From an optimization exercise on the open Yosys and OpenROAD flow, aimed at small area; shortcuts taken in it are not production practice.
The RTL was checked by simulation tests, not by an equivalence proof against the original design.
Power is estimated from default activity; no workload was simulated.

Setup of job 101:
==> flow/design.v <==
module axis_lane_packer_ao #(
  parameter int W = 8,
  parameter int N = 4
) (
  input  logic [N*W-1:0] d,
  input  logic [N-1:0]   s,
  output logic [W-1:0]   q
);
  always_comb begin
    q = '0;
    for (int i = 0; i < N; i++) q = q | (d[i*W +: W] & {W{s[i]}});
  end
endmodule
module axis_lane_packer_aoi3 #(
  parameter int W = 8
) (
  input  logic [3*W-1:0] a,
  input  logic [2:0]     b,
  output logic [W-1:0]   q
);
  assign q = ~((a[0 +: W] & {W{b[0]}}) | (a[W +: W] & {W{b[1]}}) | (a[2*W +: W] & {W{b[2]}}));
endmodule
module axis_lane_packer_aoi2 #(
  parameter int W = 8
) (
  input  logic [2*W-1:0] a,
  input  logic [1:0]     b,
  output logic [W-1:0]   q
);
  assign q = ~((a[0 +: W] & {W{b[0]}}) | (a[W +: W] & {W{b[1]}}));
endmodule
module axis_lane_packer_ao8 #(
  parameter int W = 8
) (
  input  logic [8*W-1:0] d,
  input  logic [7:0]     s,
  output logic [W-1:0]   q
);
  logic [W-1:0] n0, n1, n2;
  axis_lane_packer_aoi3 #(.W(W)) u0 (.a(d[0 +: 3*W]),   .b(s[2:0]), .q(n0));
  axis_lane_packer_aoi3 #(.W(W)) u1 (.a(d[3*W +: 3*W]), .b(s[5:3]), .q(n1));
  axis_lane_packer_aoi2 #(.W(W)) u2 (.a(d[6*W +: 2*W]), .b(s[7:6]), .q(n2));
  assign q = ~(n0 & n1 & n2);
endmodule
module axis_lane_packer #(
  parameter int LANE_W      = 8,
  parameter int LANES       = 4,
  parameter int DEPTH_LANES = 32,
  parameter int SEG_W       = 12
) (
  input  logic                    clk,
  input  logic                    arst,
  input  logic [LANES*LANE_W-1:0] s_data,
  input  logic [LANES-1:0]        s_keep,
  input  logic                    s_valid,
  input  logic                    s_last,
  output logic                    s_ready,
  output logic [LANES*LANE_W-1:0] m_data,
  output logic [LANES-1:0]        m_keep,
  output logic                    m_valid,
  output logic                    m_last,
  output logic                    m_seg,
  input  logic                    m_ready,
  input  logic [SEG_W-1:0]        seg_len,
  output logic                    keep_err
);
  localparam int NB = 4;                  
  localparam int NR = DEPTH_LANES / NB;   
  localparam int RW = $clog2(NR);
  localparam int PW = $clog2(DEPTH_LANES);
  localparam int BW = LANE_W + 1;         
  function automatic logic [PW:0] add6(input logic [PW:0] a, input logic [PW:0] b, input logic cin);
    logic c;
    c = cin;
    for (int i = 0; i <= PW; i++) begin
      add6[i] = a[i] ^ b[i] ^ c;
      c       = (a[i] & b[i]) | (c & (a[i] ^ b[i]));
    end
  endfunction
  function automatic logic [SEG_W-1:0] add12(input logic [SEG_W-1:0] a, input logic [SEG_W-1:0] b, input logic cin);
    logic c;
    c = cin;
    for (int i = 0; i < SEG_W; i++) begin
      add12[i] = a[i] ^ b[i] ^ c;
      c        = (a[i] & b[i]) | (c & (a[i] ^ b[i]));
    end
  endfunction
  logic [LANE_W-1:0] r_buf [NB][NR];
  logic              r_end [NB][NR];       
  logic [PW:0]       r_wr, r_rd;           
  logic [SEG_W-1:0]  r_seg_len, r_seg_rem;
  logic              r_pkt_first;
  logic [LANES*LANE_W-1:0] r_m_data;
  logic [NB-1:1]     r_m_keep;             
  logic              r_m_valid, r_m_last, r_m_seg, r_keep_err;
  logic [PW:0] w_fill;
  assign w_fill  = add6(r_wr, ~r_rd, 1'b1);
  assign s_ready = !(w_fill[5] || (&w_fill[4:2] && |w_fill[1:0]));
  logic [NB-1:0] w_run;                   
  logic [2:0]    w_wcnt;
  logic          w_acc, w_keep_bad;
  assign w_run      = {&s_keep, &s_keep[2:0], &s_keep[1:0], s_keep[0]};
  assign w_keep_bad = |(s_keep & ~w_run);
  assign w_wcnt     = {w_run[3], w_run[1] & !w_run[3], (w_run[0] & !w_run[1]) | (w_run[2] & !w_run[3])};
  assign w_acc      = s_valid & s_ready;
  logic [1:0]    w_wrot;
  logic [RW-1:0] w_wrow;
  assign w_wrot = r_wr[1:0];
  assign w_wrow = r_wr[PW-1:2];
  logic [1:0]    w_pbank;
  logic          w_mark_prev;
  logic [NR-1:0] w_woh;
  assign w_pbank     = w_wrot + w_wcnt[1:0] - 2'd1;
  assign w_mark_prev = w_acc && s_last && w_wcnt == 3'd0;
  always_comb
    for (int r = 0; r < NR; r++) w_woh[r] = w_wrow == RW'(r);
  logic [LANE_W-1:0] w_wdata [NB];
  for (genvar b = 0; b < NB; b++) begin : g_wr
    logic [NB-1:0] lsel;
    always_comb
      for (int i = 0; i < NB; i++) lsel[i] = 2'(b) - w_wrot == 2'(i);
    axis_lane_packer_ao #(.W(LANE_W), .N(NB)) u_wmux (.d(s_data), .s(lsel), .q(w_wdata[b]));
  end
  always_ff @(posedge clk) begin
    for (int b = 0; b < NB; b++) begin
      logic [1:0]        li;
      logic              we, xe, mv;
      logic [NR-1:0]     wsel, psel;
      li   = 2'(b) - w_wrot;
      we   = w_acc && w_run[li];
      xe   = w_mark_prev && w_pbank == 2'(b);
      mv   = s_last && w_pbank == 2'(b);
      wsel = (2'(b) < w_wrot) ? {w_woh[NR-2:0], w_woh[NR-1]} : w_woh;
      psel = (b == NB-1) ? {w_woh[0], w_woh[NR-1:1]} : w_woh;
      for (int r = 0; r < NR; r++) begin
        if (we && wsel[r]) r_buf[b][r] <= w_wdata[b];
        if ((we && wsel[r]) || (xe && psel[r])) r_end[b][r] <= mv;
      end
    end
  end
  logic [1:0]    w_rrot;
  logic [RW-1:0] w_rrow;
  logic [NR-1:0] w_roh;
  logic [BW-1:0] w_bank [NB];             
  logic [NB-1:0] w_lane_end;
  assign w_rrot = r_rd[1:0];
  assign w_rrow = r_rd[PW-1:2];
  always_comb
    for (int r = 0; r < NR; r++) w_roh[r] = w_rrow == RW'(r);
  for (genvar b = 0; b < NB; b++) begin : g_rd
    logic [NR-1:0]    rsel;
    logic [NR*BW-1:0] rows;
    assign rsel = (2'(b) < w_rrot) ? {w_roh[NR-2:0], w_roh[NR-1]} : w_roh;
    for (genvar r = 0; r < NR; r++) begin : g_row
      assign rows[r*BW +: BW] = {r_buf[b][r], r_end[b][r]};
    end
    axis_lane_packer_ao8 #(.W(BW)) u_rmux (.d(rows), .s(rsel), .q(w_bank[b]));
  end
  logic [NB-1:0] w_lsel [NB];
  always_comb
    for (int k = 0; k < NB; k++)
      for (int b = 0; b < NB; b++) w_lsel[k][b] = 2'(k) + w_rrot == 2'(b);
  always_comb
    for (int k = 0; k < NB; k++) w_lane_end[k] = |(w_lsel[k] & {w_bank[3][0], w_bank[2][0], w_bank[1][0], w_bank[0][0]});
  logic [SEG_W-1:0] w_rem;
  logic             w_seg_on;
  assign w_rem    = r_pkt_first ? seg_len
                  : r_seg_rem | (r_seg_len & {SEG_W{r_seg_rem == '0}});
  assign w_seg_on = r_pkt_first ? |seg_len : |r_seg_len;
  logic [NB-1:0] w_nt, w_ft, w_kt;        
  logic [NB-1:0] w_endv;
  logic          w_found, w_can_load, w_load, w_seg_end;
  logic [2:0]    w_len;
  assign w_nt[0] = 1'b1;                  
  assign w_nt[1] = !w_seg_on || |w_rem[SEG_W-1:1];
  assign w_nt[2] = !w_seg_on || |w_rem[SEG_W-1:2] || &w_rem[1:0];
  assign w_nt[3] = !w_seg_on || |w_rem[SEG_W-1:2];
  assign w_ft[0] = |w_fill;
  assign w_ft[1] = |w_fill[PW:1];
  assign w_ft[2] = |w_fill[PW:2] || &w_fill[1:0];
  assign w_ft[3] = |w_fill[PW:2];
  assign w_endv  = w_lane_end & w_ft & w_nt;
  assign w_found = |w_endv;
  assign w_kt[0] = 1'b1;
  assign w_kt[1] = w_nt[1] && !w_endv[0];
  assign w_kt[2] = w_nt[2] && !(|w_endv[1:0]);
  assign w_kt[3] = w_nt[3] && !(|w_endv[2:0]);
  assign w_len   = {w_kt[3], w_kt[1] & !w_kt[3], !w_kt[1] | (w_kt[2] & !w_kt[3])};
  assign w_can_load = w_found || ((w_nt & ~w_ft) == '0);
  assign w_load     = w_can_load && (!r_m_valid || m_ready);
  assign w_seg_end  = w_seg_on && !(|w_rem[SEG_W-1:3]) && w_rem[2:0] == w_len;
  logic [LANES*LANE_W-1:0] w_beat;
  for (genvar k = 0; k < NB; k++) begin : g_lane
    logic [NB*LANE_W-1:0] banks;
    for (genvar b = 0; b < NB; b++) begin : g_b
      assign banks[b*LANE_W +: LANE_W] = w_bank[b][BW-1:1];
    end
    axis_lane_packer_ao #(.W(LANE_W), .N(NB)) u_omux (
      .d(banks), .s(w_lsel[k] & {NB{w_kt[k]}}), .q(w_beat[k*LANE_W +: LANE_W]));
  end
  logic [SEG_W-1:0] w_len12;
  assign w_len12 = SEG_W'(w_load ? w_len : 3'd0);
  always_ff @(posedge clk) begin
    if (!r_m_valid || m_ready) begin
      r_m_data <= w_beat;
      r_m_keep <= w_kt[NB-1:1];
      r_m_last <= w_found || w_seg_end;
      r_m_seg  <= w_seg_end && !w_found;
    end
    if (r_pkt_first) r_seg_len <= seg_len;
    r_seg_rem <= add12(w_rem, ~w_len12, 1'b1);
  end
  always_ff @(posedge clk) begin
    if (arst) begin
      r_wr        <= '0;
      r_rd        <= '0;
      r_pkt_first <= 1'b1;
      r_m_valid   <= 1'b0;
      r_keep_err  <= 1'b0;
    end else begin
      if (w_acc) begin
        r_wr <= add6(r_wr, (PW+1)'(w_wcnt), 1'b0);
        if (w_keep_bad) r_keep_err <= 1'b1;
      end
      if (!r_m_valid || m_ready) r_m_valid <= w_can_load;
      if (w_load) begin
        r_rd        <= add6(r_rd, (PW+1)'(w_len), 1'b0);
        r_pkt_first <= w_found;
      end
    end
  end
  assign m_data   = r_m_data;
  assign m_keep   = {r_m_keep, 1'b1};
  assign m_valid  = r_m_valid;
  assign m_last   = r_m_last;
  assign m_seg    = r_m_seg;
  assign keep_err = r_keep_err;
endmodule
export LEC_CHECK = 0
export CAP_MARGIN = 20
export CORE_MARGIN = 2
export CORE_UTILIZATION = 35
export PLACE_DENSITY = 0.55
export SLEW_MARGIN = 20
export SYNTH_HIERARCHICAL = 1
create_clock -name core_clock -period 12.0 [get_ports {clk}]
standard.sh (not shown) runs the stock make flow with config.mk's settings and CLKGATE_MAP_FILE= SYNTH_SCRIPT=/design/flow/synth_recipe.tcl, a recipe that flattens the netlist after the stock synthesis.
==> flow/flow/run.sh <==
#!/bin/bash
set -euo pipefail
here=$(pwd)
CTS="-sink_clustering_enable -repair_clock_nets -sink_clustering_size 9 -sink_clustering_max_diameter 60 -dont_use_dummy_load -buf_list sky130_fd_sc_hd__clkbuf_4"
bash standard.sh "BUFFER_PORTS_ARGS=-buffer_cell sky130_fd_sc_hd__buf_1" "CTS_ARGS=$CTS" \
  "PRE_RESIZE_TCL=$here/flow/pre_resize.tcl" finish > run_make.log 2>&1
==> flow/flow/pre_resize.tcl <==
# Before repair_design: synthesis maps for speed and leaves many gates at a
# higher drive strength than the design's 12 ns clock needs. Swap each cell
# for the smallest-area cell of the same family (same function and pins,
# another drive strength); repair_design then fixes any slew or load limit
# this breaks, and the later timing repairs still run.
set n 0
set saved 0.0
foreach inst [get_cells *] {
  set cell [get_property $inst ref_name]
  if {![regexp {^(sky130_fd_sc_hd__[a-z0-9]+)_([0-9]+)$} $cell -> base drive]} { continue }
  if {[string match *clkbuf* $base] || [string match *dly* $base]} { continue }
  set cur [get_lib_cells -quiet $cell]
  if {$cur eq ""} { continue }
  set best $cell
  set best_area [get_property $cur area]
  foreach lc [get_lib_cells -quiet ${base}_*] {
    set name [get_property $lc name]
    if {![regexp "^${base}_\[0-9\]+\$" $name]} { continue }
    if {[get_property $lc dont_use]} { continue }
    set a [get_property $lc area]
    if {$a < $best_area} { set best $name; set best_area $a }
  }
  if {$best ne $cell} {
    set saved [expr {$saved + [get_property $cur area] - $best_area}]
    replace_cell $inst $best
    incr n
  }
}
puts "pre_resize: downsized $n instances, [format %.1f $saved] um2"
Setup changes, job 101 to job 102
--- a/flow/design.v
+++ b/flow/design.v
@@ -41,6 +41,27 @@
   axis_lane_packer_aoi3 #(.W(W)) u1 (.a(d[3*W +: 3*W]), .b(s[5:3]), .q(n1));
   axis_lane_packer_aoi2 #(.W(W)) u2 (.a(d[6*W +: 2*W]), .b(s[7:6]), .q(n2));
   assign q = ~(n0 & n1 & n2);
+endmodule
+module axis_lane_packer_ao4 #(
+  parameter int W = 8
+) (
+  input  logic [4*W-1:0] d,
+  input  logic [3:0]     s,
+  output logic [W-1:0]   q
+);
+  logic [W-1:0] n0, n1;
+  axis_lane_packer_aoi3  #(.W(W)) u0 (.a(d[0 +: 3*W]), .b(s[2:0]), .q(n0));
+  axis_lane_packer_nand2 #(.W(W)) u1 (.a(d[3*W +: W]), .b({W{s[3]}}), .q(n1));
+  axis_lane_packer_nand2 #(.W(W)) u2 (.a(n0), .b(n1), .q(q));
+endmodule
+module axis_lane_packer_nand2 #(
+  parameter int W = 8
+) (
+  input  logic [W-1:0] a,
+  input  logic [W-1:0] b,
+  output logic [W-1:0] q
+);
+  assign q = ~(a & b);
 endmodule
 module axis_lane_packer #(
   parameter int LANE_W      = 8,
@@ -91,7 +112,7 @@
   logic [SEG_W-1:0]  r_seg_len, r_seg_rem;
   logic              r_pkt_first;
   logic [LANES*LANE_W-1:0] r_m_data;
-  logic [NB-1:1]     r_m_keep;             
+  logic [1:0]        r_m_n;                
   logic              r_m_valid, r_m_last, r_m_seg, r_keep_err;
   logic [PW:0] w_fill;
   assign w_fill  = add6(r_wr, ~r_rd, 1'b1);
@@ -119,7 +140,7 @@
     logic [NB-1:0] lsel;
     always_comb
       for (int i = 0; i < NB; i++) lsel[i] = 2'(b) - w_wrot == 2'(i);
-    axis_lane_packer_ao #(.W(LANE_W), .N(NB)) u_wmux (.d(s_data), .s(lsel), .q(w_wdata[b]));
+    axis_lane_packer_ao4 #(.W(LANE_W)) u_wmux (.d(s_data), .s(lsel), .q(w_wdata[b]));
   end
   always_ff @(posedge clk) begin
     for (int b = 0; b < NB; b++) begin
@@ -195,7 +216,7 @@
     for (genvar b = 0; b < NB; b++) begin : g_b
       assign banks[b*LANE_W +: LANE_W] = w_bank[b][BW-1:1];
     end
-    axis_lane_packer_ao #(.W(LANE_W), .N(NB)) u_omux (
+    axis_lane_packer_ao4 #(.W(LANE_W)) u_omux (
       .d(banks), .s(w_lsel[k] & {NB{w_kt[k]}}), .q(w_beat[k*LANE_W +: LANE_W]));
   end
   logic [SEG_W-1:0] w_len12;
@@ -203,7 +224,7 @@
   always_ff @(posedge clk) begin
     if (!r_m_valid || m_ready) begin
       r_m_data <= w_beat;
-      r_m_keep <= w_kt[NB-1:1];
+      r_m_n    <= {w_kt[2], (w_kt[1] & !w_kt[2]) | w_kt[3]};
       r_m_last <= w_found || w_seg_end;
       r_m_seg  <= w_seg_end && !w_found;
     end
@@ -230,7 +251,7 @@
     end
   end
   assign m_data   = r_m_data;
-  assign m_keep   = {r_m_keep, 1'b1};
+  assign m_keep   = {&r_m_n, r_m_n[1], |r_m_n, 1'b1};
   assign m_valid  = r_m_valid;
   assign m_last   = r_m_last;
   assign m_seg    = r_m_seg;
--- outcome ---
- Compared with job 101, in job 102 simple-gate share of the synthesized area climbed 2.2 points; count of flip-flops and latches comparable.
- Cell internal power dissipation was lower in the run labelled job 101.
- Compared to job 101, job 102 reaches a higher achievable clock.
- Summary — setup slack after layout, job 102 relative to job 101: higher, by 0.90 ns.
- Between job 102 and job 101, the difference in final design instance area without fill is negligible.
- Compare job 102 and job 101 | core occupancy in the finished layout higher: job 102
- Between job 102 and job 101, the combined area of all synthesized cells is lower for job 102.
- Routed wire length: higher on job 101
- Global-route usage: job 102 vs job 101, no meaningful difference
- Against job 101, job 102 reports a synthesized cell count that is lower.
- Critical path depth in cells was lower in job 102 than in job 101.
- On post-synthesis mux area share, job 102 tracks job 101 almost exactly.
- On combinational-cell power consumption, the higher figure sits with job 102, not job 101.

==> re-timing with driven ports <==
Ports are ideal in the flow. The routed layouts listed here were re-timed in OpenROAD.
Step 1 sets driving cells, clkbuf_16 on the clock port and buf_2 on the other inputs (assumed; they add their load-dependent delay and slew).
Step 2 moves the port delays by t, midway between the first and last clock arrival at a register: inputs arrive t later, outputs are due t later. That takes back most of the time a late clock gives input paths.
Three values: no drivers, after step 1, after step 2; two values: the first two.
run	shift t [ns]	slack for setup (ns)	worst setup path after step 2	clock arrival spread, ns
job 101	0.800	4.163 / 4.163 / 4.163	register to register	0.089 / 0.089
job 102	0.792	5.066 / 5.066 / 5.066	register to register	0.122 / 0.122
After both steps setup and hold are still met in every run listed.
